From an optimization exercise on the open Yosys and OpenROAD flow, aimed at small area, a short achievable clock period and few clock cycles; shortcuts taken in it are not production practice. Only simulation tests tie the RTL to the original design; equivalence was not proved. No activity file was given, so power comes from the tool's default toggle rates.

==> flow/constraint.sdc <==
create_clock -name core_clock -period 6.0 [get_ports {clock}]
set_input_delay 1.2000 -clock core_clock [delete_from_list [all_inputs] [get_ports {clock}]]
set_output_delay 1.2000 -clock core_clock [all_outputs]
set_load 0.01 [all_outputs]
==> flow/config.mk <==
export PLATFORM = sky130hd
export DESIGN_NAME = sector_cache_fifo_writeback
export DESIGN_NICKNAME = sector_cache_fifo_writeback
export VERILOG_FILES = /design/flow/design.v
export SDC_FILE = /design/flow/constraint.sdc
export NUM_CORES = 4
export LEC_CHECK = 0
export CAP_MARGIN = 20
export CORE_MARGIN = 2
export CORE_UTILIZATION = 45
export PLACE_DENSITY = 0.62
export SETUP_SLACK_MARGIN = 3.2
export SLEW_MARGIN = 20
==> flow/design.v <==
package scfw_pkg;
   localparam int unsigned ENTRIES_DEF = 64;
   localparam int unsigned SLOT_W      = 6;
   localparam int unsigned SECTOR_W    = 32;
   localparam int unsigned OP_W        = 2;
   localparam logic [OP_W-1:0] OP_READ  = 2'd0;
   localparam logic [OP_W-1:0] OP_WRITE = 2'd1;
   localparam logic [OP_W-1:0] OP_FLUSH = 2'd2;
   typedef enum logic [5:0] {
      ST_IDLE      = 6'b000001,
      ST_SEARCH    = 6'b000010,
      ST_EVICT     = 6'b000100,
      ST_FLUSH_SCAN = 6'b001000,
      ST_FLUSH_RD  = 6'b010000,
      ST_RESP      = 6'b100000
   } state_type;
endpackage
module sector_cache_fifo_writeback
#(
   parameter int unsigned ENTRIES = scfw_pkg::ENTRIES_DEF
) (
   input  logic                clock,
   input  logic                reset,
   input  logic                req_valid,
   output logic                req_stall,
   input  logic [scfw_pkg::OP_W-1:0]     req_operation,
   input  logic [scfw_pkg::SECTOR_W-1:0] req_sector,
   output logic                rsp_valid,
   input  logic                rsp_stall,
   output logic                rsp_hit,
   output logic [scfw_pkg::SLOT_W-1:0]   rsp_slot,
   output logic                rsp_fill,
   output logic                rsp_writeback,
   output logic [scfw_pkg::SECTOR_W-1:0] rsp_writeback_sector,
   output logic                rsp_last
);
   localparam int unsigned IDX_W = $clog2(ENTRIES);
   localparam int unsigned SW    = scfw_pkg::SECTOR_W;
   localparam int unsigned RW    = 3 + IDX_W + SW + 1;  
   logic                  s1_v;
   logic [1:0]            s1_op;
   logic [SW-1:0]         s1_sec;
   logic                  s2_v;
   logic                  s2_fl;         
   logic                  s2_w;          
   logic [SW-1:0]         s2_sec;
   logic [ENTRIES-1:0]    s2_eq;         
   logic                  s2_cv;         
   logic                  s2_eqp;        
   logic                  s3_v;
   logic                  s3_fl;
   logic                  s3_w;
   logic [SW-1:0]         s3_sec;
   logic [ENTRIES-1:0]    s3_match;
   logic                  s3_miss;
   logic [IDX_W-1:0]      s3_pv;         
   logic [ENTRIES-1:0]    s3_fillm;      
   logic [SW-1:0]         s3_data;       
   logic                  fl_any;        
   logic                  r_v;           
   logic [IDX_W-1:0]      r_sel;
   logic                  r_last;
   logic                  e_v;           
   logic [IDX_W-1:0]      e_sel;
   logic                  e_last;
   logic [ENTRIES*SW-1:0] tag_ff;
   logic [ENTRIES-1:0]    dirty_ff;
   logic [IDX_W:0]        dcnt_ff;       
   logic [IDX_W-1:0]      p_ff;
   logic [ENTRIES-1:0]    lt_ff;         
   logic                  full_ff;
   logic                  out_v, skid_v;
   logic [RW-1:0]         out_r, skid_r;
   logic                  stall_ff;
   assign req_stall = stall_ff;
   assign rsp_valid = out_v;
   assign {rsp_hit, rsp_slot, rsp_fill, rsp_writeback, rsp_writeback_sector, rsp_last} = out_r;
   logic [ENTRIES-1:0] valid, eq, p_oh;
   logic               pend_v, eq_pend, eq_prev;
   assign pend_v  = s3_v & ~s3_fl;
   assign eq_pend = (s3_sec == s1_sec);
   assign eq_prev = (s2_sec == s1_sec);
   always_comb begin
      for (int i = 0; i < ENTRIES; i++) begin
         valid[i] = full_ff | lt_ff[i];
         p_oh[i] = (p_ff == IDX_W'(i));
         eq[i]   = (pend_v && s3_fillm[i]) ? eq_pend
                                          : (valid[i] && (tag_ff[i*SW +: SW] == s1_sec));
      end
   end
   logic [ENTRIES-1:0] match;
   logic               corr_v, miss;
   assign corr_v = s2_cv & s3_miss;
   always_comb begin
      for (int i = 0; i < ENTRIES; i++) begin
         match[i] = (s2_cv && s3_fillm[i]) ? s2_eqp : s2_eq[i];
      end
   end
   assign miss = ~((|s2_eq & ~(s2_cv & |(s2_eq & s3_fillm))) | (corr_v & s2_eqp));
   logic [IDX_W-1:0] rd_idx;      
   logic [SW-1:0]    rd_data;
   assign rd_data = tag_ff[rd_idx*SW +: SW];
   logic [ENTRIES-1:0] r_oh;
   logic [IDX_W-1:0]   hit_slot;
   always_comb begin
      hit_slot = '0;
      for (int i = 0; i < ENTRIES; i++) begin
         r_oh[i] = (r_sel == IDX_W'(i));
         if (s3_match[i]) hit_slot = hit_slot | IDX_W'(i);
      end
   end
   logic room, rw_go, zero_go, emit_go, r_go, s3_done, s2_adv, s1_adv, push, wb;
   logic [RW-1:0] res;
   assign room    = ~skid_v;
   assign rw_go   = s3_v & ~s3_fl & room;
   assign zero_go = s3_v &  s3_fl & ~fl_any & room;
   assign emit_go = s3_v &  s3_fl & e_v & room;
   assign r_go    = s3_v &  s3_fl & r_v & (~e_v | room);
   assign s3_done = rw_go | zero_go | (emit_go & e_last);
   assign push    = rw_go | zero_go | emit_go;
   assign s2_adv  = s2_v & (~s3_v | s3_done);
   assign s1_adv  = s1_v & (~s2_v | s2_adv);
   assign wb      = |(dirty_ff & s3_fillm);
   always_comb begin
      if (s3_fl)
         res = {1'b0, (fl_any ? e_sel : IDX_W'(0)), 1'b0, fl_any,
                (fl_any ? s3_data : SW'(0)), (fl_any ? e_last : 1'b1)};
      else
         res = {~s3_miss, (s3_miss ? s3_pv : hit_slot), s3_miss, wb,
                (wb ? s3_data : SW'(0)), 1'b1};
   end
   logic [ENTRIES-1:0] dirty_sv, dirty_in;
   always_comb begin
      for (int i = 0; i < ENTRIES; i++) begin
         if (~s3_fl)
            dirty_sv[i] = s3_fillm[i] ? s3_w : (dirty_ff[i] | (s3_w & s3_match[i]));
         else
            dirty_sv[i] = dirty_ff[i] & ~(r_v & r_oh[i]);
      end
      dirty_in = dirty_ff;
      if (rw_go | r_go) dirty_in = dirty_sv;
   end
   logic old_d, d_inc, d_dec, c0, c1, c2, any_n, one_n;
   logic [IDX_W:0] dcnt_in;
   assign old_d = |(dirty_ff & (s3_fillm | s3_match));
   assign d_inc = rw_go & s3_w & ~old_d;
   assign d_dec = (rw_go & s3_miss & ~s3_w & old_d) | r_go;
   assign c0    = (dcnt_ff == '0);
   assign c1    = (dcnt_ff == (IDX_W+1)'(1));
   assign c2    = (dcnt_ff == (IDX_W+1)'(2));
   assign any_n = d_inc | (~c0 & ~(d_dec & c1));
   assign one_n = (d_inc & c0) | (~d_inc & ~d_dec & c1) | (d_dec & c2);
   always_comb begin
      dcnt_in = dcnt_ff;
      if (d_inc) dcnt_in = dcnt_ff + 1'b1;
      if (d_dec) dcnt_in = dcnt_ff - 1'b1;
   end
   logic [ENTRIES-1:0] fm;
   logic               any_d, any_m, r_ld;
   logic [IDX_W-1:0]   enc_d, enc_m, next_sel;
   assign fm = dirty_sv & ~(lt_ff & {ENTRIES{full_ff}});
   scfw_lsb #(.N(ENTRIES), .W(IDX_W)) u_enc_d (.v(dirty_sv), .any(any_d), .one(), .idx(enc_d));
   scfw_lsb #(.N(ENTRIES), .W(IDX_W)) u_enc_m (.v(fm),       .any(any_m), .one(), .idx(enc_m));
   assign next_sel = any_m ? enc_m : enc_d;
   assign r_ld     = (s2_adv & s2_fl) | (r_go & ~r_last);
   logic s1_v_n, s2_v_n, s3_v_n, s3_fl_n, fl_any_n, e_v_n, e_last_n, skid_v_n, out_v_n, pop;
   logic s3_done_n, r_v_n, r_last_n;
   logic [IDX_W-1:0] r_sel_n, p_n;
   assign pop = out_v & ~rsp_stall;
   always_comb begin
      s1_v_n = s1_v & ~s1_adv;
      if (~stall_ff) s1_v_n = req_valid & (req_operation != 2'd3);
      s2_v_n   = s1_adv | (s2_v & ~s2_adv);
      s3_v_n   = s2_adv | (s3_v & ~s3_done);
      s3_fl_n  = s2_adv ? s2_fl : s3_fl;
      fl_any_n = (s2_adv & s2_fl) ? any_n : fl_any;
      r_v_n    = r_v;
      r_last_n = r_last;
      if (r_go) r_v_n = ~r_last;
      if (r_ld) r_last_n = one_n;
      if (s2_adv & s2_fl) r_v_n = any_n;
      e_v_n    = r_go | (e_v & ~emit_go);
      e_last_n = r_go ? r_last : e_last;
      if (s2_adv) e_v_n = 1'b0;
      out_v_n  = out_v;
      skid_v_n = skid_v;
      if (~out_v | pop) begin
         if (skid_v) begin
            out_v_n  = 1'b1;
            skid_v_n = 1'b0;
         end else begin
            out_v_n  = push;
         end
      end else if (push) begin
         skid_v_n = 1'b1;
      end
      s3_done_n = ~skid_v_n & (~s3_fl_n | ~fl_any_n | (e_v_n & e_last_n));
      r_sel_n   = r_ld ? next_sel : r_sel;
      p_n       = (s2_adv & ~s2_fl & miss) ? p_ff + 1'b1 : p_ff;
   end
   always_ff @(posedge clock) begin
      if (reset) begin
         s1_v     <= 1'b0;
         s2_v     <= 1'b0;
         s3_v     <= 1'b0;
         dirty_ff <= '0;
         dcnt_ff  <= '0;
         p_ff     <= '0;
         lt_ff    <= '0;
         full_ff  <= 1'b0;
         out_v    <= 1'b0;
         skid_v   <= 1'b0;
         stall_ff <= 1'b0;
      end else begin
         s1_v     <= s1_v_n;
         s2_v     <= s2_v_n;
         s3_v     <= s3_v_n;
         dirty_ff <= dirty_in;
         dcnt_ff  <= dcnt_in;
         if (s2_adv && !s2_fl && miss) begin
            p_ff  <= p_ff + 1'b1;
            lt_ff <= lt_ff | p_oh;
            if (p_ff == IDX_W'(ENTRIES - 1)) begin
               full_ff <= 1'b1;
               lt_ff   <= '0;
            end
         end
         out_v    <= out_v_n;
         skid_v   <= skid_v_n;
         stall_ff <= s1_v_n & s2_v_n & ~(~s3_v_n | s3_done_n);
      end
   end
   always_ff @(posedge clock) begin
      if (~stall_ff) begin
         s1_op  <= req_operation;
         s1_sec <= req_sector;
      end
      if (s1_adv) begin
         s2_fl  <= s1_op[1];
         s2_w   <= s1_op[0];
         s2_sec <= s1_sec;
         s2_eq  <= eq;
         s2_cv  <= s2_v & ~s2_fl;
         s2_eqp <= eq_prev;
      end
      if (s2_adv) begin
         s3_fl    <= s2_fl;
         s3_w     <= s2_w;
         s3_sec   <= s2_sec;
         s3_match <= match;
         s3_miss  <= miss;
         s3_pv    <= p_ff;
         s3_fillm <= p_oh & {ENTRIES{miss}};
      end
      if ((s2_adv & ~s2_fl) | r_go) s3_data <= rd_data;
      fl_any <= fl_any_n;
      r_v    <= r_v_n;
      r_last <= r_last_n;
      e_v    <= e_v_n;
      e_last <= e_last_n;
      r_sel  <= r_sel_n;
      rd_idx <= (s3_fl_n & r_v_n) ? r_sel_n : p_n;
      if (r_go) e_sel <= r_sel;
      if (~out_v | pop) begin
         if (skid_v) out_r <= skid_r;
         else if (push) out_r <= res;
      end else if (push) begin
         skid_r <= res;
      end
   end
   for (genvar g = 0; g < ENTRIES; g++) begin : g_tag
      always_ff @(posedge clock) begin
         if (rw_go && s3_fillm[g]) tag_ff[g*SW +: SW] <= s3_sec;
      end
   end
endmodule
module scfw_lsb
#(
   parameter int unsigned N = 64,
   parameter int unsigned W = 6
) (
   input  logic [N-1:0] v,
   output logic         any,
   output logic         one,
   output logic [W-1:0] idx
);
   logic [2*N-1:0]   a, m;
   logic [2*N*W-1:0] ix;
   always_comb begin
      a  = '0;
      m  = '0;
      ix = '0;
      for (int j = 0; j < N; j++) begin
         a[N+j]           = v[j];
         ix[(N+j)*W +: W] = W'(j);
      end
      for (int n = N - 1; n >= 1; n--) begin
         a[n]          = a[2*n] | a[2*n+1];
         m[n]          = m[2*n] | m[2*n+1] | (a[2*n] & a[2*n+1]);
         ix[n*W +: W]  = a[2*n] ? ix[2*n*W +: W] : ix[(2*n+1)*W +: W];
      end
   end
   assign any = a[1];
   assign one = a[1] & ~m[1];
   assign idx = ix[W +: W];
endmodule
==> flow/run.sh <==
#!/bin/bash
# synth_recipe.tcl (not shown) runs the flow's synth.tcl, then flattens the netlist and writes it again
# the make line also repeats each setting of config.mk as NAME=value (left out here)
make -C /OpenROAD-flow-scripts/flow DESIGN_CONFIG=/design/flow/config.mk WORK_HOME=/design/flow/orfs CLKGATE_MAP_FILE= SYNTH_SCRIPT=/design/flow/synth_recipe.tcl finish
==> summary.md, run 1 <==
| Metric | Value |
|---|---|
| Synth async-reset ratio | `0` |
| Critical path peak fanout | `8` |
| CTS buffer count | `297` |
| Root Buffer | `clkbuf_16` |
| CTS tree | `built` |
| RSZ-0062 raised after global routing | `yes` |
| Critical Path RT | `6.86 ns` |
| Wire length on met1 | `233400 um` |
| Core ar. | `287700 um^2` |
| Synth Instances | `8653` |
| Final Power | `50220 uW` |
| HPWL Detailed | `436500 um` |
| Clock Sinks | `2638` |
| Final Wtd Congestion | `1.069` |
| # fillers | `22690` |
| Peak VDD IR | `248.8 uV` |
| CTS Buffer Depth | `4` |
| Yosys warns | `2` |
| Core Rows | `197` |
| Area delta synth->final | `22.70%` |
| Delay-heaviest family, CP | `simple AND/OR/NAND/NOR gates` |
| Max-slew violations | `0` |
| Ys flop type | `edfxtp_1` |
| Starting Density | `0.4517` |
| Final #Nets | `9426` |
| Fin. Hold Viols | `0` |
| Total Routing Usage GR | `0.4324` |
| Setup TNS after final layout | `0 ns` |
| Share of layout cells above drive strength 1 | `0.2947` |
| DR pass1 iterations | `6` |
| I/O pins | `82` |
| WP buf/inv | `2` |
| Worst Path Arrival | `4.48 ns` |
| Finish-stage setup viols | `0` |
| Initial DRC count | `18650` |
| GR Overflow Total | `0` |
| Pin count of the biggest net entering global routing | `70` |
| Syn nets | `8700` |
| Post-synth EDFFs | `2473` |
| Residual DRC | `0` |
| Max_cap viols | `0` |
| Worst-Margin Slew | `1.283 ns` |
| Critical Path Source Type | `register` |
| Largest cells by area after synthesis | `edfxtp_1, xor2_1, mux4_2` |
| Fmax | `276.0 MHz` |
| First-pass GRT wire length | `840700 um` |
| Hold Crit Class | `reg2reg` |
| Initial antenna violation count | `135` |
| Die height | `541.3 um` |
| Cell taking the most area after synthesis | `edfxtp_1` |
| Yosys reg bits | `2638` |
| Syn Std Cell Area | `129900 um^2` |
| WL met3 | `108700 um` |
| Critical path's slowest cell | `edfxtp_1` |
| Setup slack, reg-to-reg | `2.38 ns` |
| Status | `no timing/DRC/antenna violations` |
| Via count | `95140` |
| CP peak stage delay | `0.54 ns` |
| Critical path class | `reg2reg` |
| Register area share after synthesis | `0.5970` |
| Routed wire per std cell | `48.48 um` |
| Vias in the first global route | `88200` |
| Die area | `293000 um^2` |
| Clock Pin Slew Worst Setup and Hold Paths | `0.07 ns` |
| Synth cell types | `106` |
| Final Cycle Share | `0.6038` |
| Skew-Pair Late Insertion Delay | `0.98 ns` |
| Met2 routed WL | `261400 um` |
| Relative slew slack | `0.1449` |
| Chip width | `541.3 um` |
| CP endpoint kind | `register` |
| Most used cell, CP | `buf_4` |
| Port-buffer cells | `81` |
| Final wirelength | `652400 um` |
| Synth top area share | `0.5716` |
| Final ANT Viol Nets | `0` |
| Average size of a mapped cell | `15.01 um^2` |
| Vias per cell | `7.070` |
| CP Cell Sequence | `buf_4, o21ai_0, a21oi_1, buf_4, a21boi_1, nand4_2, nor4_4, and2_4, or4b_4, a31oi_4, o21a_1` |
| H-tree depth | `5` |
| Max layer used | `met5` |
| Minimum clock period after layout | `3.623 ns` |
| Power per cell area | `315.0 nW/um^2` |
| Leakage Power | `0.05442 uW` |
| Final Skew | `0.09221 ns` |
==> cell families after synthesis <==
| logic type | after synthesis | synth area share |
|---|---|---|
| flops | 2638 | 0.5970 |
| xor+xnor | 2121 | 0.1430 |
| simple gates | 1603 | 0.06808 |
| compound gates | 809 | 0.04451 |
| mux | 789 | 0.1258 |
| buf+inv | 684 | 0.02072 |
| fa+ha+maj | 9 | 0.0008667 |
==> what timing repair did <==
item                       in CTS  in global routing
setup endpoints to repair    2777                498
hold buffers                    0                  0
cloned                         73                 10
setup buffers                 412                102
pin swaps                     176                136
resized for setup            1046                347
==> flip-flops by register name, summed over array words and instances (netlist names), 2 cells and up <==
name,count
dirty_ff,64
out_r,42
s3_match,64
s2_sec,32
s3_pv,6
s1_sec,32
p_ff,6
s1_op,2
s3_data,32
lt_ff,64
dcnt_ff,7
skid_r,42
e_sel,6
rd_idx,6
s3_fillm,64
tag_ff,2048
s2_eq,64
s3_sec,32
r_sel,6
==> cells in the mapped netlist, types with 57 or more instances <==
| master | n |
|---|---|
| mux4_2 | 664 |
| clkbuf_1 | 420 |
| nand3_1 | 83 |
| nand2_1 | 289 |
| dfxtp_1 | 165 |
| edfxtp_1 | 2473 |
| o21ai_0 | 196 |
| and3_1 | 60 |
| nor2_1 | 238 |
| a31oi_1 | 57 |
| mux2_2 | 116 |
| a2111oi_0 | 70 |
| a21oi_1 | 115 |
| xor2_1 | 1730 |
| buf_1 | 176 |
| and2_1 | 130 |
| xnor2_1 | 391 |
| nor4_1 | 445 |
| o41ai_1 | 62 |
| nand4_1 | 186 |
==> layout make-up <==
| class | count | area, um^2 | share of cell area |
|---|---|---|---|
| antenna | 71 | 177.7 | 0.001115 |
| clock buffer | 374 | 7953 | 0.04989 |
| clock inverter | 151 | 1379 | 0.008649 |
| inverter | 51 | 202.7 | 0.001272 |
| multi-input combinational | 5341 | 54680 | 0.3430 |
| sequential | 2638 | 77620 | 0.4869 |
| tap | 3781 | 4731 | 0.02968 |
| timing repair buffer | 1050 | 12670 | 0.07950 |
==> power by group <==
part	switching, uW	internal, uW
clock network	7970	10300
logic	7000	4290
registers	368	20300
==> worst paths after layout <==
check / startpoint / endpoint / cells after the start
worst max-delay path: s3_fillm[55]$_DFFE_PP_ / rd_idx[2]$_DFF_P_ / 11
worst min-delay path: s2_sec[30]$_DFFE_PP_ / s3_sec[30]$_DFFE_PP_ / 0
worst max register to register: s3_fillm[55]$_DFFE_PP_ / rd_idx[2]$_DFF_P_ / 11
worst min register to register: s2_sec[30]$_DFFE_PP_ / s3_sec[30]$_DFFE_PP_ / 0
==> placed cells by master, fill, tap and decap left out, types with 39 or more instances in the layout <==
cell type  Yosys  layout
buf_16         0      76
clkbuf_16      0     314
clkinv_1       0      71
inv_1         51      47
nand3_1       83      81
o41ai_4        0      53
mux4_2       664     664
buf_12         0     137
clkbuf_1     420      64
and2_4         1      93
edfxtp_1    2473    2473
nor4_1       445     374
o21ai_0      196     127
diode_2        0      71
xnor2_1      391     384
nand2_1      289     212
a2111oi_0     70      52
nor4_2         2      54
a31oi_1       57      42
nand4_1      186     186
xor2_1      1730    1727
buf_8          0      39
nand2_4        0      61
mux2_2       116      83
nor2_1       238     203
dfxtp_1      165     147
buf_4          9     558
a21oi_1      115     100
buf_6          9     133
==> through the flow <==
step,cells,hold WS (ns),area [um^2],worst slack (ns),utilization
finish,13460,0.4495,159400,2.377,0.5542
global route,13420,0.4612,159300,2.453,0.5539
CTS,13270,0.4545,156500,2.509,0.5442
detailed placement,12260,0.4108,137300,1.190,0.4773
global placement,12260,0.4445,137100,1.307,0.4767
floorplan,8653,0.4003,130200,1.965,-
==> routing by layer <==
layer | vias up | GRT usage
li1 | 35110 | -
met1 | 49180 | 0.5772
met2 | 9027 | 0.5871
met3 | 1751 | 0.1779
met4 | 68 | 0.2556
met5 | - | 0
==> worst reg2reg max path, delay by kind of cell, from the launching register on <==
kind | cells | cell delay, ns
DFF | 1 | 0.54
AOI/OAI and AO/OA | 5 | 1.23
and+or+nand+nor | 4 | 1.32
buffers and inverters | 2 | 0.44
Testbench counts, summed over its fixed seeds: cycles 5,256.
==> inputs of run 2 (changes only) <==
--- a/flow/design.v
+++ b/flow/design.v
@@ -158,7 +158,7 @@
    logic [ENTRIES-1:0] fm;
    logic               any_d, any_m, r_ld;
    logic [IDX_W-1:0]   enc_d, enc_m, next_sel;
-   assign fm = dirty_sv & ~(lt_ff & {ENTRIES{full_ff}});
+   assign fm = dirty_sv & ~({ENTRIES{full_ff}} & (lt_ff | ({ENTRIES{~s3_fl}} & s3_fillm)));
    scfw_lsb #(.N(ENTRIES), .W(IDX_W)) u_enc_d (.v(dirty_sv), .any(any_d), .one(), .idx(enc_d));
    scfw_lsb #(.N(ENTRIES), .W(IDX_W)) u_enc_m (.v(fm),       .any(any_m), .one(), .idx(enc_m));
    assign next_sel = any_m ? enc_m : enc_d;
@@ -218,12 +218,11 @@
          dirty_ff <= dirty_in;
          dcnt_ff  <= dcnt_in;
          if (s2_adv && !s2_fl && miss) begin
-            p_ff  <= p_ff + 1'b1;
-            lt_ff <= lt_ff | p_oh;
-            if (p_ff == IDX_W'(ENTRIES - 1)) begin
-               full_ff <= 1'b1;
-               lt_ff   <= '0;
-            end
+            p_ff <= p_ff + 1'b1;
+            if (p_ff == IDX_W'(ENTRIES - 1)) full_ff <= 1'b1;
+         end
+         if (s3_v && !s3_fl) begin
+            lt_ff <= s3_fillm[ENTRIES-1] ? '0 : (lt_ff | s3_fillm);
          end
          out_v    <= out_v_n;
          skid_v   <= skid_v_n;
--- a/flow/config.mk
+++ b/flow/config.mk
@@ -9,5 +9,5 @@
 export CORE_MARGIN = 2
 export CORE_UTILIZATION = 45
 export PLACE_DENSITY = 0.62
-export SETUP_SLACK_MARGIN = 3.2
+export SETUP_SLACK_MARGIN = 2.6
 export SLEW_MARGIN = 20
==> run 2 against run 1 <==
Still clean. Worst hold slack worse by 0.016 ns. Fmax shrank 1.3%. Routed wire length is 1.8% higher. Total power shrank 2.9%. Critical path type unchanged. Largest cell class unchanged.
==> summary.md, run 2 <==
| Metric | Value |
|---|---|
| Status | `no timing/DRC/antenna violations (unchanged)` |
| Fin. Hold Viols | `0 (unchanged)` |
| Ys flop type | `edfxtp_1 (unchanged)` |
| Worst setup margin | `2.330 ns (was 2.377 ns)` |
| Final Skew | `0.08309 ns (was 0.09221 ns)` |
| Placed Instances | `12420 (was 12260)` |
| Top post-synthesis cells by count | `edfxtp_1, xor2_1, xnor2_1, mux4_2, nor4_1 (was edfxtp_1, xor2_1, mux4_2, nor4_1, clkbuf_1)` |
| CP peak stage delay | `0.79 ns (was 0.54 ns)` |
| Final core occ | `0.5278 (was 0.5542)` |
| RSZ-0062 raised after global routing | `yes (unchanged)` |
| Root Buffer | `clkbuf_16 (unchanged)` |
| Cell taking the most area after synthesis | `edfxtp_1 (unchanged)` |
| Final Wtd Congestion | `1.126 (was 1.069)` |
| Starting Density | `0.4521 (was 0.4517)` |
| Minimum clock period after layout | `3.670 ns (was 3.623 ns)` |
| Initial DRC count | `18040 (was 18650)` |
| Register area share after synthesis | `0.5954 (was 0.5970)` |
| Yosys reg bits | `2638 (unchanged)` |
| Worst-Margin Slew | `1.294 ns (was 1.283 ns)` |
| Post-DP Area | `137800 um^2 (was 137300 um^2)` |
| Final ANT Viol Nets | `0 (unchanged)` |
| Layout Cells excl Fill | `13330 (was 13460)` |
| Yosys warns | `2 (unchanged)` |
| Critical path peak fanout | `10 (was 8)` |
| Largest cells by area after synthesis | `edfxtp_1, mux4_2, xor2_1 (was edfxtp_1, xor2_1, mux4_2)` |
| WP buf/inv | `2 (unchanged)` |
| Fmax | `272.5 MHz (was 276.0 MHz)` |
| Synth top area share | `0.5700 (was 0.5716)` |
| Post-Place Worst Slack | `1.030 ns (was 1.190 ns)` |
| Synth async-reset ratio | `0 (unchanged)` |
| Die height | `542.1 um (was 541.3 um)` |
| Most used cell, CP | `buf_4 (unchanged)` |
| Peak VDD IR | `257.9 uV (was 248.8 uV)` |
| Pin count of the biggest net entering global routing | `119 (was 70)` |
| Final Cell Area | `152100 um^2 (was 159400 um^2)` |
| Worst Path Arrival | `4.29 ns (was 4.48 ns)` |
| DR pass1 iterations | `6 (unchanged)` |
| GR Overflow Total | `0 (unchanged)` |
| Max-slew violations | `0 (unchanged)` |
| Max_cap viols | `0 (unchanged)` |
| Setup TNS after final layout | `0 ns (unchanged)` |
| Total Routing Usage GR | `0.4404 (was 0.4324)` |
| CP Cell Sequence | `buf_4, buf_4, xor2_1, nor4_1, o2111ai_1, o22ai_2 (was buf_4, o21ai_0, a21oi_1, buf_4, a21boi_1, nand4_2, nor4_4, and2_4, or4b_4, a31oi_4, o21a_1)` |
| Area delta synth->final | `16.74% (was 22.70%)` |
| Hold Crit Class | `reg2reg (unchanged)` |
| Commonest non-fill, non-tap cell in the layout | `edfxtp_1 (unchanged)` |
| Residual DRC | `0 (unchanged)` |
| Vias per cell | `7.097 (was 7.070)` |
| Initial antenna violation count | `146 (was 135)` |
| Die area | `293800 um^2 (was 293000 um^2)` |
| Critical path's slowest cell | `edfxtp_1 (unchanged)` |
| Skew-Pair Late Insertion Delay | `0.97 ns (was 0.98 ns)` |
| Routed wire per std cell | `49.81 um (was 48.48 um)` |
| First-pass GRT wire length | `849800 um (was 840700 um)` |
| Share of layout cells above drive strength 1 | `0.2280 (was 0.2947)` |
| Clock Sinks | `2638 (unchanged)` |
| CTS Buffer Depth | `4 (unchanged)` |
| HPWL Detailed | `474800 um (was 436500 um)` |
| Count leader, synth | `edfxtp_1 (unchanged)` |
| H-tree depth | `5 (unchanged)` |
| Syn Std Cell Area | `130300 um^2 (was 129900 um^2)` |
| Vias in the first global route | `86150 (was 88200)` |
| Final wirelength | `663900 um (was 652400 um)` |
| Syn nets | `8810 (was 8700)` |
| CTS tree | `built (unchanged)` |
| Final #Nets | `9226 (was 9426)` |
| Delay-heaviest family, CP | `compound AO/OA/AOI/OAI gates (was simple AND/OR/NAND/NOR gates)` |
| Average size of a mapped cell | `14.87 um^2 (was 15.01 um^2)` |
| Port-buffer cells | `81 (unchanged)` |
| Core Rows | `197 (unchanged)` |
| Power per cell area | `320.5 nW/um^2 (was 315.0 nW/um^2)` |
| Critical path class | `reg2reg (unchanged)` |
| Commonest non-fill, non-tap cells in the layout | `edfxtp_1, xor2_1, xnor2_1, mux4_2, buf_4 (was edfxtp_1, xor2_1, mux4_2, buf_4, xnor2_1)` |
| Critical Path RT | `6.62 ns (was 6.86 ns)` |
| Core ar. | `288100 um^2 (was 287700 um^2)` |
| Synth cell types | `95 (was 106)` |
| Relative slew slack | `0.1291 (was 0.1449)` |
| Chip width | `542.1 um (was 541.3 um)` |
| Synth Instances | `8763 (was 8653)` |
| Clock Pin Slew Worst Setup and Hold Paths | `0.07 ns (about the same)` |
| Critical Path Source Type | `register (unchanged)` |
| CP endpoint kind | `register (unchanged)` |
| Post-synth EDFFs | `2473 (unchanged)` |
| Final Cycle Share | `0.6117 (was 0.6038)` |
| Max FFs per register | `2048 (unchanged)` |
| Finish-stage setup viols | `0 (unchanged)` |
| CTS buffer count | `300 (was 297)` |
| Largest reg by FF count | `tag_ff (unchanged)` |
| I/O pins | `82 (unchanged)` |
| CTS Hold Bufs | `0 (unchanged)` |
| Via count | `94600 (was 95140)` |
| Leakage Power | `0.04783 uW (was 0.05442 uW)` |
==> run 2: final cells by class <==
type                    count  area (um^2)
clock buffers             380         8019
diodes                    130        325.3
fillers                 23750       136100
inverters                  37        138.9
well taps                3781         4731
flip-flops and latches   2638        77620
multi-input cells        5537        52450
clock inverters           162         1619
repair buffers            665         7194
==> run 2: worst reg2reg max path: stages (launching register included) <==
cell	delay [ns]
edfxtp_1	0.79
buf_4	0.52
buf_4	0.37
xor2_1	0.15
nor4_1	0.59
o2111ai_1	0.27
o22ai_2	0.65
==> run 2: what timing repair did <==
| action | in CTS | in global routing |
|---|---|---|
| resized for setup | 209 | 193 |
| setup buffers | 116 | 97 |
| pin swaps | 21 | 56 |
| gates cloned | 10 | 7 |
| endpoints found under the setup margin | 657 | 144 |
==> run 2: through the flow <==
| step | hold slack [ns] | total power, uW |
|---|---|---|
| detailed placement | 0.4082 | 29310 |
| finish | 0.4335 | 48740 |
| floorplan | 0.4003 | 25150 |
| global route | 0.4566 | 49260 |
| CTS | 0.4351 | 47970 |
| global placement | 0.4193 | 29320 |
==> run 2: path summary, 6_finish.rpt <==
path | start | endpoint | slack [ns] | depth (start not counted)
min | s1_op[0]$_DFFE_PN_ | s2_w$_DFFE_PP_ | 0.43 | 0
max | s1_sec[0]$_DFFE_PN_ | s2_eq[44]$_DFFE_PP_ | 2.33 | 6
min reg2reg | s1_op[0]$_DFFE_PN_ | s2_w$_DFFE_PP_ | 0.43 | 0
max reg2reg | s1_sec[0]$_DFFE_PN_ | s2_eq[44]$_DFFE_PP_ | 2.33 | 6
==> run 2: metal layers <==
layer,routed length [um],share of wire,global-route usage
met5,717,0.0011,0.006083
met2,265900,0.40,0.5935
met3,106800,0.16,0.1786
met4,39960,0.060,0.2184
met1,250600,0.38,0.6097
==> run 2: kinds of logic after synthesis <==
group / Yosys count / synth area share
simple gates: 1851 / 0.07822
compound gates: 771 / 0.03969
fa+ha+maj: 9 / 0.0008644
mux: 793 / 0.1257
buf+inv: 593 / 0.01843
flops: 2638 / 0.5954
xor+xnor: 2108 / 0.1417
==> run 2: where the power goes <==
group          switching, uW  internal, uW  total [uW]
sequential               387         20300       20700
clock                   8200         10400       18600
combinational           6270          3190        9460
Testbench counts of run 2, summed over its fixed seeds: cycles 5,256.
==> inputs of run 3 (changes only) <==
--- a/flow/config.mk
+++ b/flow/config.mk
@@ -11,3 +11,4 @@
 export PLACE_DENSITY = 0.62
 export SETUP_SLACK_MARGIN = 2.6
 export SLEW_MARGIN = 20
+export TNS_END_PERCENT = 10
==> run 3 against run 2 <==
Global-route usage fell by 0.83 points. Utilization about the same. Sequential share of layout area hardly changed. Clock power about the same. Synthesized cell count is the same. Total power increased by 0.36%. Worst hold slack gained 0.0072 ns. Setup slack got worse by 0.094 ns. Critical path depth increased by 1. Via count shrank 1.5%. Cell area hardly changed. Largest power group unchanged. Combinational power grew 2.2%.
==> summary.md, run 3 <==
| Metric | Value |
|---|---|
| HPWL Detailed | `468500 um (was 474800 um)` |
| Via count | `93140 (was 94600)` |
| Relative slew slack | `0.1536 (was 0.1291)` |
| Critical Path RT | `6.67 ns (was 6.62 ns)` |
| Critical path peak fanout | `22 (was 10)` |
| Hold Crit Class | `reg2reg (unchanged)` |
| Area delta synth->final | `16.84% (was 16.74%)` |
| Port-buffer cells | `81 (unchanged)` |
| Commonest non-fill, non-tap cells in the layout | `edfxtp_1, xor2_1, xnor2_1, mux4_2, buf_4 (unchanged)` |
| Root Buffer | `clkbuf_16 (unchanged)` |
| Peak VDD IR | `240.2 uV (was 257.9 uV)` |
| Skew-Pair Late Insertion Delay | `0.98 ns (was 0.97 ns)` |
| Worst setup endpoint | `s2_eq[50]$_DFFE_PP_ (was s2_eq[44]$_DFFE_PP_)` |
| First-pass GRT wire length | `836600 um (was 849800 um)` |
| Status | `no timing/DRC/antenna violations (unchanged)` |
| Final Cell Area | `152200 um^2 (was 152100 um^2)` |
| Chip width | `542.1 um (unchanged)` |
| Final core occ | `0.5283 (was 0.5278)` |
| Power per cell area | `321.4 nW/um^2 (was 320.5 nW/um^2)` |
| Post-synth EDFFs | `2473 (unchanged)` |
| Clock Pin Slew Worst Setup and Hold Paths | `0.06 ns (was 0.07 ns)` |
| Final ANT Viol Nets | `0 (unchanged)` |
| Initial antenna violation count | `126 (was 146)` |
| GR Overflow Total | `0 (unchanged)` |
| CTS buffer count | `301 (was 300)` |
| Die area | `293800 um^2 (unchanged)` |
| Worst Path Arrival | `4.44 ns (was 4.29 ns)` |
| Max_cap viols | `0 (unchanged)` |
| Count leader, synth | `edfxtp_1 (unchanged)` |
| Average size of a mapped cell | `14.87 um^2 (unchanged)` |
| Clock Sinks | `2638 (unchanged)` |
| Worst-Margin Slew | `1.270 ns (was 1.294 ns)` |
| Vias in the first global route | `86360 (was 86150)` |
| Vias per cell | `7.004 (was 7.097)` |
| Yosys warns | `2 (unchanged)` |
| CTS tree | `built (unchanged)` |
| Core Rows | `197 (unchanged)` |
| Final wirelength | `649400 um (was 663900 um)` |
| Final Wtd Congestion | `1.078 (was 1.126)` |
| Core ar. | `288100 um^2 (unchanged)` |
| Die height | `542.1 um (unchanged)` |
| Routed wire per std cell | `48.83 um (was 49.81 um)` |
| Syn nets | `8810 (unchanged)` |
| Critical Path Source Type | `register (unchanged)` |
| Residual DRC | `0 (unchanged)` |
| Max FFs per register | `2048 (unchanged)` |
| CTS Buffer Depth | `4 (unchanged)` |
| Worst-case reg-to-reg path depth | `7 (was 6)` |
| Synth cell types | `95 (unchanged)` |
| Largest reg by FF count | `tag_ff (unchanged)` |
| Fmax | `265.7 MHz (was 272.5 MHz)` |
| I/O pins | `82 (unchanged)` |
| Leakage Power | `0.04802 uW (was 0.04783 uW)` |
| Final Cycle Share | `0.6274 (was 0.6117)` |
| Largest cells by area after synthesis | `edfxtp_1, mux4_2, xor2_1 (unchanged)` |
| Cell taking the most area after synthesis | `edfxtp_1 (unchanged)` |
| CP endpoint kind | `register (unchanged)` |
| FF-to-FF End | `s2_eq[50]$_DFFE_PP_ (was s2_eq[44]$_DFFE_PP_)` |
| Final #Nets | `9257 (was 9226)` |
| Top post-synthesis cells by count | `edfxtp_1, xor2_1, xnor2_1, mux4_2, nor4_1 (unchanged)` |
| Max-slew violations | `0 (unchanged)` |
| Ys flop type | `edfxtp_1 (unchanged)` |
| Pin count of the biggest net entering global routing | `99 (was 119)` |
| H-tree depth | `5 (unchanged)` |
| CTS Hold Bufs | `0 (unchanged)` |
| Total Routing Usage GR | `0.4321 (was 0.4404)` |
| Initial DRC count | `17930 (was 18040)` |
| Synth async-reset ratio | `0 (unchanged)` |
| # fillers | `23680 (was 23750)` |
| Post-DP Area | `138100 um^2 (was 137800 um^2)` |
| Final Skew | `0.08759 ns (was 0.08309 ns)` |
| Commonest non-fill, non-tap cell in the layout | `edfxtp_1 (unchanged)` |
| Share of layout cells above drive strength 1 | `0.2298 (was 0.2280)` |
| Critical path class | `reg2reg (unchanged)` |
| Fin. Hold Viols | `0 (unchanged)` |
| Setup TNS after final layout | `0 ns (unchanged)` |
| Finish-stage setup viols | `0 (unchanged)` |
| Register area share after synthesis | `0.5954 (unchanged)` |
| Synth top area share | `0.5700 (unchanged)` |
| Yosys reg bits | `2638 (unchanged)` |
| Minimum clock period after layout | `3.764 ns (was 3.670 ns)` |
| Setup slack, reg-to-reg | `2.24 ns (was 2.33 ns)` |
| Synth Instances | `8763 (unchanged)` |
| RSZ-0062 raised after global routing | `yes (unchanged)` |
| DR pass1 iterations | `6 (unchanged)` |
| Reg-to-Reg Start | `s1_sec[28]$_DFFE_PN_ (was s1_sec[0]$_DFFE_PN_)` |
| CP startpoint | `s1_sec[28]$_DFFE_PN_ (was s1_sec[0]$_DFFE_PN_)` |
| Starting Density | `0.4521 (unchanged)` |
| Syn Std Cell Area | `130300 um^2 (unchanged)` |
[run 3: cell counts after synthesis]
No cell type changed its count.
[run 3: worst min path at each step]
stage / startpoint / endpoint / slack [ns] / depth (start not counted)
2_1_floorplan: s1_op[1]$_DFFE_PN_ / s2_fl$_DFFE_PP_ / 0.40 / 0
3_3_place_gp: s1_op[0]$_DFFE_PN_ / s2_w$_DFFE_PP_ / 0.42 / 0
3_5_place_dp: s1_op[0]$_DFFE_PN_ / s2_w$_DFFE_PP_ / 0.42 / 0
4_1_cts: s1_op[1]$_DFFE_PN_ / s2_fl$_DFFE_PP_ / 0.45 / 0
5_1_grt: s1_op[1]$_DFFE_PN_ / s2_fl$_DFFE_PP_ / 0.46 / 0
6_report: s1_op[1]$_DFFE_PN_ / s2_fl$_DFFE_PP_ / 0.44 / 0
[run 3: repair_timing]
item / in CTS / in global routing
setup endpoints to repair: 213 / 233
resized for setup: 286 / 149
pin swaps: 60 / 42
cloned: 6 / 4
buffers inserted: 148 / 65
[run 3: where the power goes]
group | internal (uW) | total [uW] | switching [uW]
Sequential | 20300 | 20700 | 427
Clock | 10400 | 18500 | 8090
Combinational | 3270 | 9670 | 6410
[run 3: cells by family (layout without fill, tap and decap cells)]
group | Yosys count | in the layout | synth area share
DFF | 2638 | 2638 | 0.5954
xor gates and xnor gates | 2108 | 2108 | 0.1417
and+or+nand+nor | 1851 | 1853 | 0.07822
muxes | 793 | 793 | 0.1257
AOI/OAI and AO/OA | 771 | 771 | 0.03969
buffers and inverters | 593 | 1274 | 0.01843
adders and majority gates | 9 | 9 | 0.0008644
other | 0 | 71 | 0
[run 3: area by class of cell]
| class | instances | area (um^2) | area share |
|---|---|---|---|
| Tap cell | 3781 | 4731 | 0.03108 |
| Sequential cell | 2638 | 77610 | 0.5098 |
| Inverter | 37 | 138.9 | 0.0009124 |
| Multi-Input combinational cell | 5534 | 52570 | 0.3453 |
| Antenna cell | 71 | 177.7 | 0.001167 |
| Timing Repair Buffer | 698 | 7410 | 0.04868 |
| Clock buffer | 378 | 7966 | 0.05233 |
| Clock inverter | 161 | 1619 | 0.01064 |
[run 3: critical path, cell delays in order (launching register included)]
cell and delay, ns:
edfxtp_1 0.72, buf_4 0.62, xor2_1 0.18, nor4_1 0.37, nand4_1 0.26, nor4_1 0.64, o2111ai_1 0.20, o22ai_1 0.43
[run 3: metal layers]
layer / track usage / part of all wire / vias up / routed length, um
met1: 0.5939 / 0.38 / 48980 / 246800
met3: 0.1658 / 0.15 / 1347 / 98480
met4: 0.2043 / 0.060 / 66 / 39000
li1: - / - / 34850 / -
met2: 0.5997 / 0.41 / 7898 / 264700
met5: 0 / 0.00065 / - / 423
[run 3: stage by stage]
stage | hold WS (ns) | total power (uW) | instances | worst slack (ns)
detailed placement | 0.4191 | 29580 | 12450 | 1.238
CTS | 0.4513 | 48170 | 13150 | 2.430
finish | 0.4406 | 48920 | 13300 | 2.236
global route | 0.4631 | 49450 | 13250 | 2.399
global placement | 0.4153 | 29590 | 12430 | 1.180
floorplan | 0.4003 | 25140 | 8763 | 2.027
==> inputs of run 4 (changes only) <==
--- a/flow/design.v
+++ b/flow/design.v
@@ -99,7 +99,12 @@
    assign miss = ~((|s2_eq & ~(s2_cv & |(s2_eq & s3_fillm))) | (corr_v & s2_eqp));
    logic [IDX_W-1:0] rd_idx;      
    logic [SW-1:0]    rd_data;
-   assign rd_data = tag_ff[rd_idx*SW +: SW];
+   always_comb begin
+      rd_data = '0;
+      for (int i = 0; i < ENTRIES; i++) begin
+         rd_data = rd_data | (tag_ff[i*SW +: SW] & {SW{rd_idx == IDX_W'(i)}});
+      end
+   end
    logic [ENTRIES-1:0] r_oh;
    logic [IDX_W-1:0]   hit_slot;
    always_comb begin
--- a/flow/config.mk
+++ b/flow/config.mk
@@ -9,6 +9,5 @@
 export CORE_MARGIN = 2
 export CORE_UTILIZATION = 45
 export PLACE_DENSITY = 0.62
-export SETUP_SLACK_MARGIN = 2.6
+export SETUP_SLACK_MARGIN = 2.5
 export SLEW_MARGIN = 20
-export TNS_END_PERCENT = 10
==> run 4 against run 3 <==
The flow now stops in global routing (5_1_grt). Synthesized area shrank 4.0%. Synthesized cell count rose by 6.4%.
==> summary.md, run 4 <==
| Metric | Value |
|---|---|
| Yosys warns | `2 (unchanged)` |
| Failing step | `global routing (5_1_grt)` |
| Synth async-reset ratio | `0 (unchanged)` |
| Syn Std Cell Area | `125100 um^2 (was 130300 um^2)` |
| Vias in the first global route | `135400` |
| Chip width | `531.3 um (was 542.1 um)` |
| Post-Place Worst Slack | `0.5077 ns (was 1.238 ns)` |
| GR Overflow Total | `3880` |
| CTS Buffer Depth | `4 (unchanged)` |
| Port-buffer cells | `81 (unchanged)` |
| Status | `aborted with a tool error (was no timing/DRC/antenna violations)` |
| Synth cell types | `88 (was 95)` |
| Yosys reg bits | `2638 (unchanged)` |
| Root Buffer | `clkbuf_16 (unchanged)` |
| CTS Hold Bufs | `0 (unchanged)` |
| Syn nets | `9366 (was 8810)` |
| CTS buffer count | `300 (was 301)` |
| Clock Sinks | `2638 (unchanged)` |
| Top post-synthesis cells by count | `edfxtp_1, xor2_1, xnor2_1, a22o_1, a221oi_1 (was edfxtp_1, xor2_1, xnor2_1, mux4_2, nor4_1)` |
| Stop err | `[ERROR GRT-0116] Global routing finished with congestion. Check the congestion regions in the DRC Viewer.` |
| Ys flop type | `edfxtp_1 (unchanged)` |
| I/O pins | `82 (unchanged)` |
| Register area share after synthesis | `0.6199 (was 0.5954)` |
| Pin count of the biggest net entering global routing | `137` |
| Post-synth EDFFs | `2473 (unchanged)` |
| Total Routing Usage GR | `0.8836` |
| H-tree depth | `5 (unchanged)` |
| HPWL Detailed | `784800 um (was 468500 um)` |
| Count leader, synth | `edfxtp_1 (unchanged)` |
| First-pass GRT wire length | `1658000 um` |
| Core Rows | `193 (was 197)` |
| Post-DP Area | `135700 um^2 (was 138100 um^2)` |
| Final Wtd Congestion | `1.498 (was 1.078)` |
| Cell taking the most area after synthesis | `edfxtp_1 (unchanged)` |
| Synth Instances | `9320 (was 8763)` |
| Starting Density | `0.4525 (was 0.4521)` |
| Largest cells by area after synthesis | `edfxtp_1, xor2_1, xnor2_1 (was edfxtp_1, mux4_2, xor2_1)` |
| Average size of a mapped cell | `13.42 um^2 (was 14.87 um^2)` |
| Synth top area share | `0.5935 (was 0.5700)` |
| Die height | `531.3 um (was 542.1 um)` |
## run 4: power groups by stage
stage,Combinational [uW],Clock (uW),Sequential [uW]
detailed placement,4530,0,21200
global placement,4500,0,21200
CTS,5020,18600,20700
floorplan,2130,0,20800
## run 4: timing repair
| action | in CTS |
|---|---|
| pin swaps | 65 |
| cloned | 9 |
| endpoints found under the setup margin | 320 |
| resized for setup | 467 |
| buffers inserted | 204 |
## run 4: routing by layer
metal | overflow | track usage
met3 | 515 | 0.8205
met2 | 1707 | 0.9615
met5 | 78 | 0.6615
met1 | 517 | 0.8958
met4 | 1063 | 0.8365
## run 4: through the flow
| step | setup TNS [ns] | cells | utilization | hold WS [ns] | total power, uW |
|---|---|---|---|---|---|
| after CTS | 0 | 13940 | 0.5409 | 0.4576 | 44320 |
| after floorplan | 0 | 9320 | - | 0.4003 | 22960 |
| after detailed placement | 0 | 13190 | 0.4906 | 0.4320 | 25690 |
| after global placement | -0.6558 | 13170 | 0.4891 | 0.4490 | 25680 |
## run 4: kinds of logic after synthesis
family,count (synthesis),share of synthesized area
adders and majority gates,8,0.0008000
and+or+nand+nor,2009,0.08806
muxes,112,0.01003
AOI/OAI and AO/OA,1803,0.1133
DFF,2638,0.6199
xor gates and xnor gates,2113,0.1479
buffers and inverters,637,0.01998
## run 4: how the worst min path moves through the flow
| stage | depth (start not counted) | start | end | slack [ns] |
|---|---|---|---|---|
| 2_1_floorplan | 0 | s1_op[1]$_DFFE_PN_ | s2_fl$_DFFE_PP_ | 0.40 |
| 3_3_place_gp | 0 | s2_sec[12]$_DFFE_PP_ | s3_sec[12]$_DFFE_PP_ | 0.45 |
| 3_5_place_dp | 0 | s1_op[0]$_DFFE_PN_ | s2_w$_DFFE_PP_ | 0.43 |
| 4_1_cts | 2 | lt_ff[63]$_SDFFE_PP0P_ | lt_ff[63]$_SDFFE_PP0P_ | 0.46 |
Testbench counts of run 4, summed over its fixed seeds: cycles 5,256.
==> inputs of run 5 (changes only) <==
--- a/flow/config.mk
+++ b/flow/config.mk
@@ -8,6 +8,8 @@
 export CAP_MARGIN = 20
 export CORE_MARGIN = 2
 export CORE_UTILIZATION = 45
+export CTS_CLUSTER_DIAMETER = 100
+export CTS_CLUSTER_SIZE = 40
 export PLACE_DENSITY = 0.62
-export SETUP_SLACK_MARGIN = 2.5
+export SETUP_SLACK_MARGIN = 2.2
 export SLEW_MARGIN = 20
==> run 5 against run 4 <==
The flow again stops in global routing (5_1_grt). Synthesized cell count is the same. Synthesized area unchanged.
==> summary.md, run 5 <==
| Metric | Value |
|---|---|
| Port-buffer cells | `81 (unchanged)` |
| Die height | `531.3 um (unchanged)` |
| Syn Std Cell Area | `125100 um^2 (unchanged)` |
| Failing step | `global routing (5_1_grt) (unchanged)` |
| Count leader, synth | `edfxtp_1 (unchanged)` |
| Synth top area share | `0.5935 (unchanged)` |
| Ys flop type | `edfxtp_1 (unchanged)` |
| Vias in the first global route | `129100` |
| Register area share after synthesis | `0.6199 (unchanged)` |
| First-pass GRT wire length | `1596000 um` |
| Synth cell types | `88 (unchanged)` |
| Syn nets | `9366 (unchanged)` |
| Average size of a mapped cell | `13.42 um^2 (unchanged)` |
| H-tree depth | `4 (was 5)` |
| Status | `aborted with a tool error (unchanged)` |
| Synth async-reset ratio | `0 (unchanged)` |
| Core Rows | `193 (unchanged)` |
| Yosys reg bits | `2638 (unchanged)` |
| Synth Instances | `9320 (unchanged)` |
| HPWL Detailed | `779900 um (was 784800 um)` |
| I/O pins | `82 (unchanged)` |
| Total Routing Usage GR | `0.8576` |
| Post-synth EDFFs | `2473 (unchanged)` |
| Pin count of the biggest net entering global routing | `138` |
| Starting Density | `0.4525 (unchanged)` |
| Clock Sinks | `2638 (unchanged)` |
| Final Wtd Congestion | `1.469 (was 1.498)` |
| Cell taking the most area after synthesis | `edfxtp_1 (unchanged)` |
| CTS Buffer Depth | `4 (unchanged)` |
| Top post-synthesis cells by count | `edfxtp_1, xor2_1, xnor2_1, a22o_1, a221oi_1 (unchanged)` |
| Chip width | `531.3 um (unchanged)` |
| Yosys warns | `2 (unchanged)` |
| Root Buffer | `clkbuf_16 (unchanged)` |
| GR Overflow Total | `2060` |
| CTS Hold Bufs | `0 (unchanged)` |
| Placed Instances | `13180 (was 13190)` |
| Largest cells by area after synthesis | `edfxtp_1, xor2_1, xnor2_1 (unchanged)` |
| Stop err | `[ERROR GRT-0116] Global routing finished with congestion. Check the congestion regions in the DRC Viewer. (unchanged)` |
| CTS buffer count | `134 (was 300)` |
[run 5: how the worst min path moves through the flow]
stage                                  start               to  slack [ns]  depth (start not counted)
after CTS                 s1_op[1]$_DFFE_PN_  s2_fl$_DFFE_PP_        0.45                          0
after global placement    s1_op[1]$_DFFE_PN_  s2_fl$_DFFE_PP_        0.43                          0
after detailed placement  s1_op[1]$_DFFE_PN_  s2_fl$_DFFE_PP_        0.41                          0
after floorplan           s1_op[1]$_DFFE_PN_  s2_fl$_DFFE_PP_        0.40                          0
[run 5: metal layers]
layer,GRT overflow,global-route usage
met1,303,0.8775
met2,831,0.9327
met3,334,0.7992
met4,557,0.7848
met5,35,0.6591
[run 5: cells by family after synthesis]
group / after synthesis / synth area share
and+or+nand+nor: 2009 / 0.08806
AOI/OAI and AO/OA: 1803 / 0.1133
DFF: 2638 / 0.6199
xor gates and xnor gates: 2113 / 0.1479
buffers and inverters: 637 / 0.01998
muxes: 112 / 0.01003
adders and majority gates: 8 / 0.0008000
[run 5: repair_timing]
action / in CTS
buffers inserted: 70
resized for setup: 190
endpoints found under the setup margin: 190
gates cloned: 3
pin swaps: 21
[run 5: power by group through the flow]
stage                     Combinational (uW)  Clock [uW]  Sequential [uW]
after floorplan                         2120           0            20800
after global placement                  4560           0            21200
after detailed placement                4580           0            21100
after CTS                               4800       12000            20700
[run 5: metrics by stage]
| stage | setup WS, ns | area [um^2] | total power (uW) |
|---|---|---|---|
| after global placement | 0.09489 | 135300 | 25720 |
| after detailed placement | 0.9520 | 135900 | 25730 |
| after floorplan | 2.131 | 125100 | 22960 |
| after CTS | 2.047 | 142400 | 37470 |
==> inputs of run 6 (changes only) <==
--- a/flow/config.mk
+++ b/flow/config.mk
@@ -7,9 +7,7 @@
 export LEC_CHECK = 0
 export CAP_MARGIN = 20
 export CORE_MARGIN = 2
-export CORE_UTILIZATION = 45
-export CTS_CLUSTER_DIAMETER = 100
-export CTS_CLUSTER_SIZE = 40
-export PLACE_DENSITY = 0.62
-export SETUP_SLACK_MARGIN = 2.2
+export CORE_UTILIZATION = 35
+export PLACE_DENSITY = 0.5
+export SETUP_SLACK_MARGIN = 2.6
 export SLEW_MARGIN = 20
==> run 6 against run 5 <==
The flow again stops in global routing (5_1_grt). Synthesized area did not move. Synthesized cell count did not move.
==> summary.md, run 6 <==
| Metric | Value |
|---|---|
| Status | `aborted with a tool error (unchanged)` |
| Failing step | `global routing (5_1_grt) (unchanged)` |
| Stop err | `[ERROR GRT-0116] Global routing finished with congestion. Check the congestion regions in the DRC Viewer. (unchanged)` |
| Synth Instances | `9320 (unchanged)` |
| Register area share after synthesis | `0.6199 (unchanged)` |
| Total Routing Usage GR | `0.7444` |
| GR Overflow Total | `31` |
| Post-Place Worst Slack | `0.7099 ns (was 0.9520 ns)` |
| Vias in the first global route | `126000` |
| Starting Density | `0.3515 (was 0.4525)` |
| Average size of a mapped cell | `13.42 um^2 (unchanged)` |
| Largest cells by area after synthesis | `edfxtp_1, xor2_1, xnor2_1 (unchanged)` |
| Post-DP Area | `138700 um^2 (was 135900 um^2)` |
| Cell taking the most area after synthesis | `edfxtp_1 (unchanged)` |
| Pin count of the biggest net entering global routing | `75` |
| Syn nets | `9366 (unchanged)` |
| Chip width | `601.9 um (was 531.3 um)` |
| Die height | `601.9 um (was 531.3 um)` |
| Synth cell types | `88 (unchanged)` |
| CTS Buffer Depth | `4 (unchanged)` |
| Yosys warns | `2 (unchanged)` |
| Post-synth EDFFs | `2473 (unchanged)` |
| Synth top area share | `0.5935 (unchanged)` |
| Final Wtd Congestion | `1.401 (was 1.469)` |
| Clock Sinks | `2638 (unchanged)` |
| HPWL Detailed | `890300 um (was 779900 um)` |
| First-pass GRT wire length | `1710000 um` |
| I/O pins | `82 (unchanged)` |
| Core Rows | `219 (was 193)` |
| Syn Std Cell Area | `125100 um^2 (unchanged)` |
| Port-buffer cells | `81 (unchanged)` |
| Root Buffer | `clkbuf_16 (unchanged)` |
| Count leader, synth | `edfxtp_1 (unchanged)` |
| Yosys reg bits | `2638 (unchanged)` |
| Synth async-reset ratio | `0 (unchanged)` |
| CTS buffer count | `315 (was 134)` |
| Ys flop type | `edfxtp_1 (unchanged)` |
| Top post-synthesis cells by count | `edfxtp_1, xor2_1, xnor2_1, a22o_1, a221oi_1 (unchanged)` |
| H-tree depth | `5 (was 4)` |
==> run 6: cell counts after synthesis <==
No cell type changed its count.
==> run 6: how the worst max path moves through the flow <==
stage,to,startpoint,depth (start not counted),slack [ns]
floorplan,rd_idx[1]$_DFF_P_,s3_fl$_DFF_P_,13,2.41
global placement,s2_eq[37]$_DFFE_PP_,s1_sec[4]$_DFFE_PN_,6,-0.02
detailed placement,s2_eq[29]$_DFFE_PP_,s1_sec[10]$_DFFE_PN_,7,0.71
CTS,s3_data[0]$_DFFE_PP_,rd_idx[0]$_DFF_P_,8,2.35
==> run 6: power by group through the flow <==
stage | sequential, uW | combinational [uW] | clock, uW
after CTS | 20700 | 6030 | 19400
after detailed placement | 21100 | 5170 | 0
after global placement | 21100 | 5210 | 0
after floorplan | 20800 | 2130 | 0
==> run 6: timing repair <==
action / CTS
pin swaps: 141
cloned: 33
resized for setup: 790
setup buffers: 279
hold buffers: 0
endpoints found under the setup margin: 378
==> run 6: metrics by stage <==
step           total power (uW)  setup TNS [ns]  std cells  hold WS (ns)  utilization
2_1_floorplan             22970               0       9320        0.4003            -
3_3_place_gp              26350        -0.01584      14300        0.4491       0.3876
3_5_place_dp              26310               0      14340        0.4177       0.3898
4_1_cts                   46190               0      15220        0.4281       0.4399
==> run 6: kinds of logic after synthesis <==
| group | Yosys count | share of synthesized area |
|---|---|---|
| compound gates | 1803 | 0.1133 |
| xor+xnor | 2113 | 0.1479 |
| fa+ha+maj | 8 | 0.0008000 |
| buf+inv | 637 | 0.01998 |
| flops | 2638 | 0.6199 |
| mux | 112 | 0.01003 |
| simple gates | 2009 | 0.08806 |
==> run 6: routing by layer <==
layer  GRT usage  overflow
met1      0.7631         2
met4      0.6666        13
met5      0.5205         0
met3      0.6718         2
met2      0.8360        14
==> inputs of run 7 (changes only) <==
--- a/flow/design.v
+++ b/flow/design.v
@@ -99,12 +99,7 @@
    assign miss = ~((|s2_eq & ~(s2_cv & |(s2_eq & s3_fillm))) | (corr_v & s2_eqp));
    logic [IDX_W-1:0] rd_idx;      
    logic [SW-1:0]    rd_data;
-   always_comb begin
-      rd_data = '0;
-      for (int i = 0; i < ENTRIES; i++) begin
-         rd_data = rd_data | (tag_ff[i*SW +: SW] & {SW{rd_idx == IDX_W'(i)}});
-      end
-   end
+   assign rd_data = tag_ff[rd_idx*SW +: SW];
    logic [ENTRIES-1:0] r_oh;
    logic [IDX_W-1:0]   hit_slot;
    always_comb begin
--- a/flow/config.mk
+++ b/flow/config.mk
@@ -7,7 +7,7 @@
 export LEC_CHECK = 0
 export CAP_MARGIN = 20
 export CORE_MARGIN = 2
-export CORE_UTILIZATION = 35
-export PLACE_DENSITY = 0.5
-export SETUP_SLACK_MARGIN = 2.6
+export CORE_UTILIZATION = 45
+export PLACE_DENSITY = 0.62
+export SETUP_SLACK_MARGIN = 2.2
 export SLEW_MARGIN = 20
==> run 7 against run 6 <==
Now clean on timing, DRC and antenna. Synthesized area increased by 4.1%. Synthesized cell count decreased by 6.0%.
==> summary.md, run 7 <==
| Metric | Value |
|---|---|
| Yosys reg bits | `2638 (unchanged)` |
| Cell taking the most area after synthesis | `edfxtp_1 (unchanged)` |
| Vias per cell | `7.027` |
| WP buf/inv | `2` |
| Synth Instances | `8763 (was 9320)` |
| First-pass GRT wire length | `842600 um` |
| Die height | `542.1 um (was 601.9 um)` |
| Starting Density | `0.4521 (was 0.3515)` |
| Share of layout cells above drive strength 1 | `0.2045` |
| Largest family of logic cells by synthesized area | `XOR/XNOR gates (unchanged)` |
| Worst-Margin Slew | `1.271 ns` |
| RSZ-0062 raised after global routing | `yes` |
| Root Buffer | `clkbuf_16 (unchanged)` |
| Final #Nets | `9093` |
| Yosys warns | `2 (unchanged)` |
| Vias in the first global route | `84870` |
| Worst Path Arrival | `4.65 ns` |
| Final Wtd Congestion | `1.107 (was 1.401)` |
| Relative slew slack | `0.1449` |
| Critical path class | `reg2reg` |
| # fillers | `24030` |
| Residual DRC | `0` |
| Synth async-reset ratio | `0 (unchanged)` |
| Compound-Gate Fraction of Synth Area | `0.03969 (was 0.1133)` |
| Commonest non-fill, non-tap cell in the layout | `edfxtp_1` |
| FF/Latch Area | `77610 um^2` |
| I/O pins | `82 (unchanged)` |
| Finish-stage setup viols | `0` |
| Clock Pin Slew Worst Setup and Hold Paths | `0.07 ns` |
| Via count | `92420` |
| Final hold slack | `0.4298 ns` |
| Top post-synthesis cells by count | `edfxtp_1, xor2_1, xnor2_1, mux4_2, nor4_1 (was edfxtp_1, xor2_1, xnor2_1, a22o_1, a221oi_1)` |
| Post-Synth XOR/XNOR Area | `0.1417 (was 0.1479)` |
| Pin count of the biggest net entering global routing | `124` |
| Max FFs per register | `2048` |
| Minimum clock period after layout | `3.949 ns` |
| Setup TNS after final layout | `0 ns` |
| CP startpoint | `s1_sec[24]$_DFFE_PN_` |
| Placed Instances | `12450 (was 14340)` |
| Final core occ | `0.5199` |
| Register area share after synthesis | `0.5954 (was 0.6199)` |
| Initial DRC count | `18070` |
| CTS tree | `built` |
| CTS Buffer Depth | `4 (unchanged)` |
| Post-synth EDFFs | `2473 (unchanged)` |
| Count leader, synth | `edfxtp_1 (unchanged)` |
| Status | `no timing/DRC/antenna violations (was aborted with a tool error)` |
| Die area | `293800 um^2` |
| Synth top area share | `0.5700 (was 0.5935)` |
| DR pass1 iterations | `5` |
| Final Cycle Share | `0.6582` |
| Largest reg by FF count | `tag_ff` |
| Max-slew violations | `0` |
| Hold_sp | `s1_op[0]$_DFFE_PN_` |
| Critical path peak fanout | `22` |
| Delay-heaviest family, CP | `simple AND/OR/NAND/NOR gates` |
| Core Rows | `197 (was 219)` |
| Syn nets | `8810 (was 9366)` |
| Synth cell types | `95 (was 88)` |
| Reg-to-Reg Start | `s1_sec[24]$_DFFE_PN_` |
| CTS buffer count | `300 (was 315)` |
| Final ANT Viol Nets | `0` |
| Power per cell area | `324.3 nW/um^2` |
| H-tree depth | `5 (unchanged)` |
| Clock Sinks | `2638 (unchanged)` |
| Critical Path RT | `6.70 ns` |
| Syn Std Cell Area | `130300 um^2 (was 125100 um^2)` |
| Chip width | `542.1 um (was 601.9 um)` |
| GR Overflow Total | `0` |
| CP Cell Sequence | `buf_4, buf_4, xor2_1, nor4_1, nand4_1, nor4_1, o2111ai_1, o22ai_1` |
| Initial antenna violation count | `141` |
| Total Routing Usage GR | `0.4375` |
| Peak VDD IR | `243.8 uV` |
| Average size of a mapped cell | `14.87 um^2 (was 13.42 um^2)` |
| Area delta synth->final | `14.99%` |
| Multi-input combinational cell area | `51490 um^2` |
| Skew-Pair Late Insertion Delay | `0.96 ns` |
| Adder-cell share of the synthesized area | `0.0008644 (was 0.0008000)` |
| Core ar. | `288100 um^2` |
| Max_cap viols | `0` |
| Fin. Hold Viols | `0` |
| CP endpoint kind | `register` |
| HPWL Detailed | `483400 um (was 890300 um)` |
| Commonest non-fill, non-tap cells in the layout | `edfxtp_1, xor2_1, xnor2_1, mux4_2, nor4_1` |
| Largest cells by area after synthesis | `edfxtp_1, mux4_2, xor2_1 (was edfxtp_1, xor2_1, xnor2_1)` |
| Critical Path Source Type | `register` |
| Ys flop type | `edfxtp_1 (unchanged)` |
| Final Skew | `0.06492 ns` |
| Hold Crit Class | `reg2reg` |
| Layout Cells excl Fill | `13150` |
| Critical path's slowest cell | `edfxtp_1` |
| Leakage Power | `0.04691 uW` |
| Mux contribution to synthesized area | `0.1257 (was 0.01003)` |
| Final wirelength | `653900 um` |
| Fmax | `253.2 MHz` |
| Post-Synth Simple-Gate Area | `0.07822 (was 0.08806)` |
| Port-buffer cells | `81 (unchanged)` |
| Routed wire per std cell | `49.71 um` |
| CP peak stage delay | `0.73 ns` |
run 7: report_power, final:
part	internal [uW]	total, uW	switching, uW
combinational	2930	9040	6110
clock	10600	18700	8120
sequential	20300	20800	518
run 7: per-layer routing:
layer,part of all wire,wire length (um),up-vias,track usage
met4,0.057,37460,80,0.2157
li1,-,-,34520,-
met1,0.39,253200,48640,0.6124
met3,0.15,97510,1231,0.1642
met2,0.40,264700,7955,0.5927
met5,0.0015,953,-,0.006576
run 7: what timing repair did:
action                                  in CTS  in global routing
pin swaps                                   17                 16
endpoints found under the setup margin     134                 74
resized for setup                          105                 48
hold buffers                                 0                  0
cloned                                       3                  0
setup buffers                               41                 22
run 7: layout make-up:
class	count	share of cell area
sequential	2638	0.5181
multi-input combinational	5533	0.3437
clock buffer	382	0.05370
timing repair buffer	536	0.03934
tap	3781	0.03158
clock inverter	156	0.01122
antenna	90	0.001503
inverter	37	0.0009271
run 7: worst paths after layout:
path	endpoint	slack [ns]	cells after the start
max	s2_eq[50]$_DFFE_PP_	2.05	8
min	s2_w$_DFFE_PP_	0.43	0
min reg2reg	s2_w$_DFFE_PP_	0.43	0
max reg2reg	s2_eq[50]$_DFFE_PP_	2.05	8
run 7: worst reg2reg max path: stages (launching register included):
cell	delay, ns
edfxtp_1	0.73
buf_4	0.37
buf_4	0.55
xor2_1	0.23
nor4_1	0.33
nand4_1	0.18
nor4_1	0.57
o2111ai_1	0.27
o22ai_1	0.45
run 7: metrics by stage:
stage / setup slack (ns) / power, uW / instance area (um^2)
2_1_floorplan: 2.263 / 25140 / 130300
3_3_place_gp: 1.104 / 29540 / 137200
3_5_place_dp: 1.190 / 29530 / 138200
4_1_cts: 2.087 / 48080 / 148800
5_1_grt: 2.097 / 49110 / 149700
6_report: 2.051 / 48590 / 149800
run 7: logic make-up (layout without fill, tap and decap cells):
logic type / after synthesis / count (layout)
AO/OA/AOI/OAI: 771 / 771
AND/OR/NAND/NOR: 1851 / 1852
buffers and inverters: 593 / 1111
XOR/XNOR: 2108 / 2108
adder cells (fa/ha/maj): 9 / 9
other: 0 / 90
multiplexers: 793 / 793
flip-flops: 2638 / 2638
Testbench counts of run 7, summed over its fixed seeds: cycles 5,256.

## port drivers added, routing unchanged
No port has a modelled driver above. Below, the same layouts with a new extraction and two added sets of constraints. Step 1 (the two cells are an assumption about what drives the block):
set clk [get_ports {clock}]
set_driving_cell -lib_cell sky130_fd_sc_hd__clkbuf_16 $clk
set_driving_cell -lib_cell sky130_fd_sc_hd__buf_2 [delete_from_list [all_inputs] $clk]
Step 2 adds t to the input delays and takes it off the output delays; t is the mean of the earliest and latest rising clock arrival at the registers after step 1. Input paths then give back, and output paths get back, about the clock's delay inside the block. Slacks: ideal ports / drivers / drivers and shift; pairs: ideal ports / drivers.
run	shift t [ns]	setup WS [ns]	clock arrival spread, ns
run 1	1.030	2.377 / 2.377 / 2.377	0.093 / 0.093
run 2	1.035	2.330 / 2.330 / 2.330	0.087 / 0.088
run 3	1.055	2.236 / 2.236 / 2.236	0.101 / 0.102
run 7	1.026	2.051 / 2.051 / 2.051	0.069 / 0.070
After both steps setup and hold are still met in every run listed.
